Source: an optimization exercise on an open RTL-to-GDS flow (aim: small area). Production flows keep margins and buffers that such runs may drop.
Function was checked by simulation only, so behaviour that the tests miss may differ from the original.
Power is estimated from default activity; no workload was simulated.

==> inputs of run a <==
## lockin_top
module lockin_top (
    input  logic                  clk,
    input  logic                  rst,
    input  lockin_pkg::sample_t   i_in1,
    input  lockin_pkg::sample_t   i_in2,
    input  lockin_pkg::bus_word_t i_sys_addr,
    input  lockin_pkg::bus_word_t i_sys_wdata,
    input  logic                  i_sys_wen,
    input  logic                  i_sys_ren,
    output lockin_pkg::sample_t   o_out1,
    output lockin_pkg::sample_t   o_out2,
    output lockin_pkg::sample_t   o_osc1,
    output lockin_pkg::sample_t   o_osc2,
    output lockin_pkg::bus_word_t o_sys_rdata,
    output logic                  o_sys_err,
    output logic                  o_sys_ack
);
clock: 10.5 ns
lec_check: 0
abc_area: 1
cap_margin: 20
core_margin: 2
core_utilization: 60
cts_buf_list: sky130_fd_sc_hd__clkbuf_8
cts_cluster_diameter: 60
cts_cluster_size: 12
place_density: 0.7
slew_margin: 20
standard.sh (not shown) runs the stock make flow with config.mk's settings and CLKGATE_MAP_FILE= SYNTH_SCRIPT=/design/flow/synth_recipe.tcl, a recipe that flattens the netlist after the stock synthesis.
==> flow/flow/run.sh <==
#!/bin/bash
# Standard layout, except that the port buffers are the smallest buffer cell.
set -o pipefail
export BUFFER_PORTS_ARGS="-buffer_cell sky130_fd_sc_hd__buf_1"
bash standard.sh 2>&1 | tee standard.log
==> run b: changes against run a <==
--- a/flow/design.v
+++ b/flow/design.v
@@ -1710,25 +1710,25 @@
             run_q  <= 1'b0;
             hb_q   <= 1'b0;
             hacc   <= '0;
             neg_q  <= 1'b0;
             rect_q <= '0;
             lacc   <= '0;
+            sum_q  <= '0;
+            gain_q <= '0;
         end else begin
             run_q  <= 1'b1;
             hb_q   <= hpd_q;
             hacc   <= hacc_n;
             neg_q  <= ref_neg;
             rect_q <= rect_n;
             lacc   <= lpd_q ? {rect_q, 20'b0} : lacc_n;
+            sum_q  <= sum_n;
+            gain_q <= gain_n;
         end
     end
-    always_ff @(posedge clk) begin
-        sum_q  <= sum_n;
-        gain_q <= gain_n;
-    end
     logic [13:0] sign_t, lp_t;
     assign sign_t = {{13{neg_q}}, run_q};
     assign lp_t   = lacc[33:20];
     logic o1_a, o1_b, o1_g, o2_a, o2_b, o2_g;
     assign o1_a = (o1s_q == 4'd1);
     assign o1_b = (o1s_q == 4'd2);
==> run c: changes against run a <==
--- a/flow/design.v
+++ b/flow/design.v
@@ -1710,25 +1710,25 @@
             run_q  <= 1'b0;
             hb_q   <= 1'b0;
             hacc   <= '0;
             neg_q  <= 1'b0;
             rect_q <= '0;
             lacc   <= '0;
+            sum_q  <= '0;
+            gain_q <= '0;
         end else begin
             run_q  <= 1'b1;
             hb_q   <= hpd_q;
             hacc   <= hacc_n;
             neg_q  <= ref_neg;
             rect_q <= rect_n;
             lacc   <= lpd_q ? {rect_q, 20'b0} : lacc_n;
+            sum_q  <= sum_n;
+            gain_q <= gain_n;
         end
     end
-    always_ff @(posedge clk) begin
-        sum_q  <= sum_n;
-        gain_q <= gain_n;
-    end
     logic [13:0] sign_t, lp_t;
     assign sign_t = {{13{neg_q}}, run_q};
     assign lp_t   = lacc[33:20];
     logic o1_a, o1_b, o1_g, o2_a, o2_b, o2_g;
     assign o1_a = (o1s_q == 4'd1);
     assign o1_b = (o1s_q == 4'd2);
==> flow/run.sh (new file) <==
#!/bin/bash
# synth_recipe.tcl (not shown) runs the flow's synth.tcl, then flattens the netlist and writes it again
# the make line also repeats each setting of config.mk as NAME=value (left out here)
make -C /OpenROAD-flow-scripts/flow DESIGN_CONFIG=/design/flow/config.mk WORK_HOME=/design/flow/orfs CLKGATE_MAP_FILE= SYNTH_SCRIPT=/design/flow/synth_recipe.tcl finish
Settings changed: ABC_AREA 1 to unset, CORE_UTILIZATION 60 to 40, PLACE_DENSITY 0.7 to unset.
removed: flow/flow/run.sh
removed: flow/standard.sh
==> out/metrics.yaml <==
grt_pass1_wl_um: 130000
tightest_slew_ns: 1.15
grt_use_met3_pct: 15.7
reg2reg_depth: 49
min_period_over_period_pct: 93.8
outcome: "no timing/DRC/antenna violations"
fin_crit_ns: 9.85
wl_um: 86000
multi_input_area_mm2: 0.0147
dp_hpwl_um: 68100
fin_skew_ns: 0.0222
ff_latch_area_mm2: 0.00538
min_from: "hpt_q[0]$_DFFE_PP0P_"
clk_latency_ns: 0.65
[end of results for run a]
==> out/metrics.yaml <==
outcome: "no timing/DRC/antenna violations"
tightest_slew_ns: 1.13
holdPathEnd: "rect_q[0]$_DFF_PP0_"
min_period_over_period_pct: 95.0
multi_input_area_mm2: 0.0158
fin_crit_ns: 9.98
fin_skew_ns: 0.0512
final_util_pct: 45.8
grt_use_met3_pct: 6.20
dp_hpwl_um: 61600
reg2reg_depth: 32
clk_latency_ns: 0.66
[end of results for run c]
==> out/metrics.yaml <==
grt_pass1_wl_um: 125000
clk_latency_ns: 0.64
tightest_slew_ns: 1.11
outcome: "no timing/DRC/antenna violations"
grt_use_met3_pct: 9.01
min_period_over_period_pct: 93.6
wl_um: 82400
fin_crit_ns: 9.83
dp_hpwl_um: 64900
multi_input_area_mm2: 0.0146
fin_skew_ns: 0.0229
min_from: "hpt_q[1]$_DFFE_PP0P_"
ff_latch_area_mm2: 0.00552
[end of results for run b]

* * *

==> inputs of try-maple <==
Another version of the RTL of lockin_top (not shown whole).
export LEC_CHECK = 0
export ABC_AREA = 1
export CAP_MARGIN = 20
export CORE_MARGIN = 2
export CORE_UTILIZATION = 60
export CTS_BUF_LIST = sky130_fd_sc_hd__clkbuf_8
export CTS_CLUSTER_DIAMETER = 100
export CTS_CLUSTER_SIZE = 12
export PLACE_DENSITY = 0.7
export SLEW_MARGIN = 20
create_clock -name core_clock -period 10.5 [get_ports {clk}]
==> flow/flow/run.sh <==
#!/bin/bash
# The standard layout with two changes:
#  - the port buffers are the smallest buffer cell (buf_1);
#  - ABC maps the logic with an area-oriented script (flow/abc_area.script,
#    amap with more area iterations instead of map, and no ABC buffering
#    or upsizing, which the layout repairs do instead). Everything else, registers included, is the
#    standard synthesis and flow: the ORFS scripts are copied unchanged and
#    only abc_area.script is replaced in the copy.
set -o pipefail
rm -rf scripts_area
cp -r "$FLOW_HOME/scripts" scripts_area
chmod -R u+w scripts_area
cp flow/abc_area.script scripts_area/abc_area.script
export BUFFER_PORTS_ARGS="-buffer_cell sky130_fd_sc_hd__buf_1"
bash standard.sh SCRIPTS_DIR="$PWD/scripts_area" finish 2>&1 | tee standard.log
==> flow/flow/abc_area.script <==
strash
dc2
dch -x
amap -F 8 -A 16
topo
stime -c
dnsize -c
==> inputs of try-amber, as changes to try-maple <==
--- a/flow/design.v
+++ b/flow/design.v
@@ -1750,23 +1750,23 @@
             hb_q   <= 1'b0;
             hacc   <= '0;
             neg_q  <= 1'b0;
             rect_q <= '0;
             lacc   <= '0;
+            sum_q  <= '0;
+            gain_q <= '0;
         end else begin
             run_q  <= 1'b1;
             hb_q   <= hpd_q;
             hacc   <= hacc_n;
             neg_q  <= ref_neg;
             rect_q <= rect_n;
             lacc   <= lpd_q ? {rect_q, 20'b0} : lacc_n;
+            sum_q  <= sum_n;
+            gain_q <= gain_n;
         end
     end
-    always_ff @(posedge clk) begin
-        sum_q  <= sum_n;
-        gain_q <= gain_n;
-    end
     logic [13:0] sign_t, lp_t;
     assign sign_t = {{13{neg_q}}, run_q};
     assign lp_t   = lacc[33:20];
     logic o1_a, o1_b, o1_g, o2_a, o2_b, o2_g;
     assign o1_a = (o1s_q == 4'd1);
--- a/flow/config.mk
+++ b/flow/config.mk
@@ -8,9 +8,9 @@
 export ABC_AREA = 1
 export CAP_MARGIN = 20
 export CORE_MARGIN = 2
 export CORE_UTILIZATION = 60
 export CTS_BUF_LIST = sky130_fd_sc_hd__clkbuf_8
-export CTS_CLUSTER_DIAMETER = 100
+export CTS_CLUSTER_DIAMETER = 60
 export CTS_CLUSTER_SIZE = 12
 export PLACE_DENSITY = 0.7
 export SLEW_MARGIN = 20
==> inputs of try-harbor, as changes to try-maple <==
--- a/flow/config.mk
+++ b/flow/config.mk
@@ -8,9 +8,9 @@
 export ABC_AREA = 1
 export CAP_MARGIN = 20
 export CORE_MARGIN = 2
 export CORE_UTILIZATION = 60
 export CTS_BUF_LIST = sky130_fd_sc_hd__clkbuf_8
-export CTS_CLUSTER_DIAMETER = 100
+export CTS_CLUSTER_DIAMETER = 60
 export CTS_CLUSTER_SIZE = 12
 export PLACE_DENSITY = 0.7
 export SLEW_MARGIN = 20
==> summary of the runs <==
try-harbor went through all stages and came out clean. try-amber went through all stages and came out clean. try-maple went through all stages and came out clean. In flip-flop and latch count, try-maple and try-amber do not differ. The highest design area belongs to try-amber, the lowest to try-maple. In global-route usage, try-harbor and try-maple hardly differ. The lowest via count belongs to try-maple, the highest to try-amber. The highest routed wire length belongs to try-amber, the lowest to try-maple. Of try-maple and try-harbor, try-harbor has the higher cell count (gap about 0.3%, measured against try-harbor). Hold slack, highest first: try-maple, try-harbor, try-amber. Sequential power: try-maple is smaller than try-amber (about 7%).

* * *

==> trial 22: inputs <==
lockin_top with an RTL version that a note above also has.
export LEC_CHECK = 0
export CAP_MARGIN = 20
export CORE_MARGIN = 2
export CORE_UTILIZATION = 40
export CTS_BUF_LIST = sky130_fd_sc_hd__clkbuf_8
export CTS_CLUSTER_DIAMETER = 60
export CTS_CLUSTER_SIZE = 12
export SLEW_MARGIN = 20
create_clock -name core_clock -period 10.5 [get_ports {clk}]
==> flow/flow/run.sh <==
#!/bin/bash
# Standard layout, except that the port buffers are the smallest buffer cell.
set -o pipefail
export BUFFER_PORTS_ARGS="-buffer_cell sky130_fd_sc_hd__buf_1"
bash standard.sh 2>&1 | tee standard.log
==> inputs of build 48, as changes to trial 22 <==
==> flow/run.sh (new file) <==
#!/bin/bash
# synth_recipe.tcl (not shown) runs the flow's synth.tcl, then flattens the netlist and writes it again
# the make line also repeats each setting of config.mk as NAME=value (left out here)
make -C /OpenROAD-flow-scripts/flow DESIGN_CONFIG=/design/flow/config.mk WORK_HOME=/design/flow/orfs CLKGATE_MAP_FILE= SYNTH_SCRIPT=/design/flow/synth_recipe.tcl finish
--- a/flow/config.mk
+++ b/flow/config.mk
@@ -5,10 +5,12 @@
 export SDC_FILE = /design/flow/constraint.sdc
 export NUM_CORES = 4
 export LEC_CHECK = 0
+export ABC_AREA = 1
 export CAP_MARGIN = 20
 export CORE_MARGIN = 2
-export CORE_UTILIZATION = 40
+export CORE_UTILIZATION = 60
 export CTS_BUF_LIST = sky130_fd_sc_hd__clkbuf_8
 export CTS_CLUSTER_DIAMETER = 60
 export CTS_CLUSTER_SIZE = 12
+export PLACE_DENSITY = 0.7
 export SLEW_MARGIN = 20
removed: flow/flow/run.sh
removed: flow/standard.sh
==> qor summary <==
| metric | build 48 | trial 22 |
|---|---|---|
| Outcome | finished clean | finished clean |
| Final-layout fill cell count | 3089 | 5569 |
| Max Fanout on Critical Path | 8 | 7 |
| Via density per instance | 6.309 | 6.113 |
| Total number of vias | 22160 | 20690 |
| Xor and xnor area share after synthesis | 0.05133 | 0.06664 |
| Instance count after placement with tap cells included | 3456 | 3334 |
| Setup slack on the worst flop-to-flop path | 600 ps | 610 ps |
| Part of the power in combinational logic | 0.491 | 0.667 |
| Relative slew slack | 0.2441 | 0.2426 |
| Clk_buf instances | 32 | 28 |
| Die Outline Area | 39070 um^2 | 58770 um^2 |
| Clock latency at the later pin of the worst-skew pair | 660 ps | 670 ps |
| Detailed Place HPWL | 64.25 mm | 60.17 mm |
| Simple-gate share of the synthesized area | 0.1986 | 0.1423 |
| Fraction of post-synthesis cell area in the top cell type by area | 0.2180 | 0.2157 |
| Well-tap cell count | 468 | 756 |
| Depth of the worst register-to-register path | 51 | 29 |
| Detailed route wirelength on metal3 | 9.324 mm | 7.277 mm |
| Final standard cell count with taps included and fillers excluded | 3513 | 3385 |
| Wirelength per Cell | 23.28 um | 23.32 um |
| Largest net degree at the start of global routing | 131 | 129 |
| Part of the cycle the worst path needs | 0.9430 | 0.9421 |
| Logic depth of the worst path, buffers included | 51 | 29 |

[port drivers added, routing unchanged]
No port has a modelled driver above. Below, the same layouts with a new extraction and two added sets of constraints.
Step 1 sets driving cells, clkbuf_16 on the clock port and buf_2 on the other inputs (assumed; they add their load-dependent delay and slew).
Step 2 times the ports against the registers' clock, not the clock port: input delays grow and output delays shrink by t, the midpoint of the rising clock arrivals with the driver on.
Slacks: ideal / step 1 / step 2; pairs: ideal / step 1.
| run | t, ns | setup slack, ns | clock arrival spread, ns | worst slew at a driven data input, ns | pins driven straight from the clock port |
|---|---|---|---|---|---|
| run a | 0.691 | 0.653 / 0.653 / 0.653 | 0.028 / 0.028 | 0.05 | 1 |
| run b | 0.678 | 0.675 / 0.675 / 0.675 | 0.023 / 0.023 | 0.06 | 1 |
| run c | 0.688 | 0.523 / 0.523 / 0.269 | 0.052 / 0.052 | 0.06 | 1 |
| try-maple | 0.627 | 0.593 / 0.593 / 0.564 | 0.021 / 0.021 | 0.08 | 1 |
| try-amber | 0.654 | 0.472 / 0.472 / 0.472 | 0.034 / 0.034 | 0.09 | 1 |
| try-harbor | 0.661 | 0.538 / 0.538 / 0.538 | 0.041 / 0.041 | 0.09 | 1 |
| trial 22 | 0.689 | 0.608 / 0.608 / 0.544 | 0.075 / 0.076 | 0.11 | 1 |
| build 48 | 0.695 | 0.598 / 0.598 / 0.598 | 0.038 / 0.038 | 0.06 | 1 |
After both steps setup and hold are still met in every run listed. For run c, which loses most, drivers alone change the setup slack by 0.000 ns; drivers and shift together by -0.254 ns.
